This design comes from an exercise in tuning for small area on the open sky130 flow, not from production work. Only simulation tests tie the RTL to the original design; equivalence was not proved. Power and IR drop assume default switching activity. The flow treats the clock pin as an ideal source, which a real chip does not have.

==> flow/design.v (excerpt) <==
module sha1_core (
	input  logic           clk,
	input  logic           reset,
	input  logic           start,
	input  logic [511:0]   block,
	output logic           busy,
	output logic           done,
	output logic [159:0]   hash
);
Size: roughly 1900 cells after synthesis, about 680 I/O pins, about 22000 um2 of cells after synthesis.
export LEC_CHECK = 0
export CAP_MARGIN = 20
export CORE_MARGIN = 2
export CORE_UTILIZATION = 52
export PLACE_DENSITY = 0.9
export SLEW_MARGIN = 20
create_clock -name core_clock -period 10.0 [get_ports {clk}]
standard.sh (not shown) runs the stock make flow with config.mk's settings and CLKGATE_MAP_FILE= SYNTH_SCRIPT=/design/flow/synth_recipe.tcl, a recipe that flattens the netlist after the stock synthesis.
==> flow/flow/run.sh <==
#!/bin/bash
# Standard layout, with plain buf_1 cells as the port buffers and a clock
# tree of larger sink clusters without dummy loads.
set -euo pipefail
export BUFFER_PORTS_ARGS="-buffer_cell sky130_fd_sc_hd__buf_1"
export CTS_ARGS="$(cat flow/cts_args.txt)"
bash standard.sh > standard_flow.log 2>&1
==> flow/flow/cts_args.txt <==
-sink_clustering_enable -repair_clock_nets -dont_use_dummy_load -sink_clustering_size 30 -sink_clustering_max_diameter 200 -buf_list sky130_fd_sc_hd__clkbuf_16
Next try:
Settings changed: CAP_MARGIN 20 to 0, PLACE_DENSITY 0.9 to not set, SLEW_MARGIN 20 to 0.
Result: The new run finished clean; clock-buffer cell count stays the same; first-iteration DRC count stays flat; final area hardly moves; cell count stays flat; die area is unchanged; hold slack is worse by 32 ps; global-route usage came out lower by 2.6 points.
Next try:
Settings changed: CAP_MARGIN 0 to 20, PLACE_DENSITY set to 0.75, SLEW_MARGIN 0 to 20.
Effect: The new run finished clean; register-to-register slack barely changes; wire length rose by about 3.8%; synthesized area is unchanged; via count goes up by 2.3%; cell area hardly moves; sequential cell count does not change; power came out higher by 0.53%.
Next try:
Settings changed: PLACE_DENSITY 0.75 to not set.
Effect:
- The changed run finished with timing, DRC and antenna clean
- first-iteration DRC count came out higher by about 10%
- via count drops by about 2.3%
- worst hold slack is worse by 35 ps
- die area stays the same
- power fell by about 0.5%
- sequential share of layout area is about the same
- cell area is about the same
- synthesized cell count stays the same


## cedar
sha1_core, a different RTL version from the one above (not shown whole).
For scale: ~1800 cells after synthesis, roughly 690 flip-flops, about 25000 µm² of cells after synthesis.
Settings: LEC_CHECK=0, CAP_MARGIN=20, CORE_MARGIN=2, CORE_UTILIZATION=60, CTS_BUF_LIST=sky130_fd_sc_hd__clkbuf_4, SLEW_MARGIN=20; clock period 10.0 ns.
==> flow/flow/run.sh <==
#!/bin/bash
# Standard layout, with plain buf_1 cells as the port buffers.
set -euo pipefail
export BUFFER_PORTS_ARGS="-buffer_cell sky130_fd_sc_hd__buf_1"
bash standard.sh > standard_flow.log 2>&1
cedar: PASS, flow complete, no timing, DRC or antenna violations
diff inputs: cedar => lagoon
==> flow/run.sh (new file) <==
#!/bin/bash
# synth_recipe.tcl (not shown) runs the flow's synth.tcl, then flattens the netlist and writes it again
# the make line also repeats each setting of config.mk as NAME=value (left out here)
make -C /OpenROAD-flow-scripts/flow DESIGN_CONFIG=/design/flow/config.mk WORK_HOME=/design/flow/orfs CLKGATE_MAP_FILE= SYNTH_SCRIPT=/design/flow/synth_recipe.tcl finish
--- a/flow/config.mk
+++ b/flow/config.mk
@@ -8,5 +8,4 @@
 export CAP_MARGIN = 20
 export CORE_MARGIN = 2
-export CORE_UTILIZATION = 60
-export CTS_BUF_LIST = sky130_fd_sc_hd__clkbuf_4
+export CORE_UTILIZATION = 40
 export SLEW_MARGIN = 20
removed: flow/flow/run.sh
removed: flow/standard.sh
## What came out
Per the comparison of lagoon with cedar, final worst setup slack went down by 0.12 ns, combinational cell fraction of total power went up by 3.6 points, total clock buffers created by CTS went down by 94, register cell area after layout was more or less identical, hold slack went up by 0.027 ns.
Number of top-level pins came out exactly the same in cedar and lagoon.
Of cedar and lagoon, the higher post-layout total power belongs to lagoon.
Compared with cedar, lagoon shows part of the cycle the worst path needs higher by 1.2 points.
Modified inputs, nickel compared to lagoon
--- a/flow/config.mk
+++ b/flow/config.mk
@@ -8,4 +8,5 @@
 export CAP_MARGIN = 20
 export CORE_MARGIN = 2
-export CORE_UTILIZATION = 40
+export CORE_UTILIZATION = 60
+export CTS_BUF_LIST = sky130_fd_sc_hd__clkbuf_4
 export SLEW_MARGIN = 20
## What came out
Die boundary height of nickel falls short of that of lagoon by more than 10%.
In nickel, the placed cell count came out 255 below the value in lagoon.
nickel — relative area change from synthesis to final layout 3.0 points lower, lagoon as reference
Looking at fraction of the cycle the final worst path needs, nickel sits below lagoon.
Compared with lagoon, nickel improves power.


## v25
Another version of the RTL of sha1_core (not shown whole).
Size in the first run: roughly 690 flip-flops, about 680 I/O pins, roughly 24000 sq um of cells after synthesis.
Settings: LEC_CHECK=0, CAP_MARGIN=20, CORE_MARGIN=2, CORE_UTILIZATION=60, SLEW_MARGIN=20; clock period 10.0 ns.
==> flow/flow/run.sh <==
#!/bin/bash
# Standard layout, with plain buf_1 cells as the port buffers and a clock
# tree of larger sink clusters without dummy loads.
set -euo pipefail
export BUFFER_PORTS_ARGS="-buffer_cell sky130_fd_sc_hd__buf_1"
export CTS_ARGS="$(cat flow/cts_args.txt)"
bash standard.sh > standard_flow.log 2>&1
Scripts as last shown in full above: flow/flow/cts_args.txt
v25 went all the way through synthesis, placement and routing and the layout is clean on timing, DRC and antenna.
For v2, these inputs were changed with respect to v25:
- CORE_ASPECT_RATIO: unset -> 1.5
- CORE_UTILIZATION: 60 -> 66
==> flow/flow/cts_args.txt <==
-sink_clustering_enable -repair_clock_nets -dont_use_dummy_load -sink_clustering_size 16 -sink_clustering_max_diameter 150 -buf_list sky130_fd_sc_hd__clkbuf_8
[summary]
- From v2 to v25, sequential cell count did not move at all.
- Where via count is concerned, v25 is better than v2.
- In v2 the detailed-route wire length turned out about 1.4% higher than in v25.
- Critical path depth in v2 vs v25: up 1
- Compared with v25, v2 shows net switching power higher by about 0.8%.
- Looking at maximum clock frequency across v25 and v2, the one that comes out higher is v25.
- The post-route cell area was comparable across v25 and v2.
Setup changes, v2 to v54
==> flow/flow/cts_args.txt <==
-sink_clustering_enable -repair_clock_nets -dont_use_dummy_load -sink_clustering_size 30 -sink_clustering_max_diameter 200 -buf_list sky130_fd_sc_hd__clkbuf_16
### Flow results
- Cell count: v54 lower than v2
- [v54] final layout net count fell 23 relative to v2
- Between v2 and v54, the cell area power density does not differ in any meaningful way.
- Diff v2 -> v54 | ratio of final minimum period to clock period | decrease of 0.29 points

what the ideal ports hide:
The results above use ideal ports. As a check the final layouts listed here were re-extracted and re-timed, cells and wires unchanged. Step 1 sets driving cells, clkbuf_16 on the clock port and buf_2 on the other inputs (assumed; they add their load-dependent delay and slew). Step 2 times the ports against the registers' clock, not the clock port: input delays grow and output delays shrink by t, the midpoint of the rising clock arrivals with the driver on. a / b / c = ideal / step 1 / step 2; a / b = the first two.
| run | t (ns) | setup slack, ns | hold slack, ns |
|---|---|---|---|
| the first run of note 1 | 0.653 | 0.380 / 0.380 / 0.380 | 0.350 / 0.350 / 0.350 |
| the second run of note 1 | 0.639 | 0.383 / 0.383 / 0.383 | 0.318 / 0.318 / 0.318 |
| the third run of note 1 | 0.652 | 0.383 / 0.383 / 0.383 | 0.354 / 0.354 / 0.354 |
| the fourth run of note 1 | 0.639 | 0.383 / 0.383 / 0.383 | 0.318 / 0.318 / 0.318 |
| cedar | 1.042 | 0.351 / 0.351 / 0.351 | 0.322 / 0.322 / 0.322 |
| lagoon | 0.667 | 0.231 / 0.231 / 0.231 | 0.348 / 0.348 / 0.348 |
| nickel | 1.024 | 0.286 / 0.286 / 0.286 | 0.330 / 0.330 / 0.330 |
| v25 | 0.651 | 0.392 / 0.392 / 0.392 | 0.346 / 0.346 / 0.346 |
| v2 | 0.649 | 0.309 / 0.309 / 0.309 | 0.345 / 0.345 / 0.345 |
| v54 | 0.647 | 0.338 / 0.338 / 0.338 | 0.357 / 0.357 / 0.357 |
After both steps every run listed still meets setup and hold.
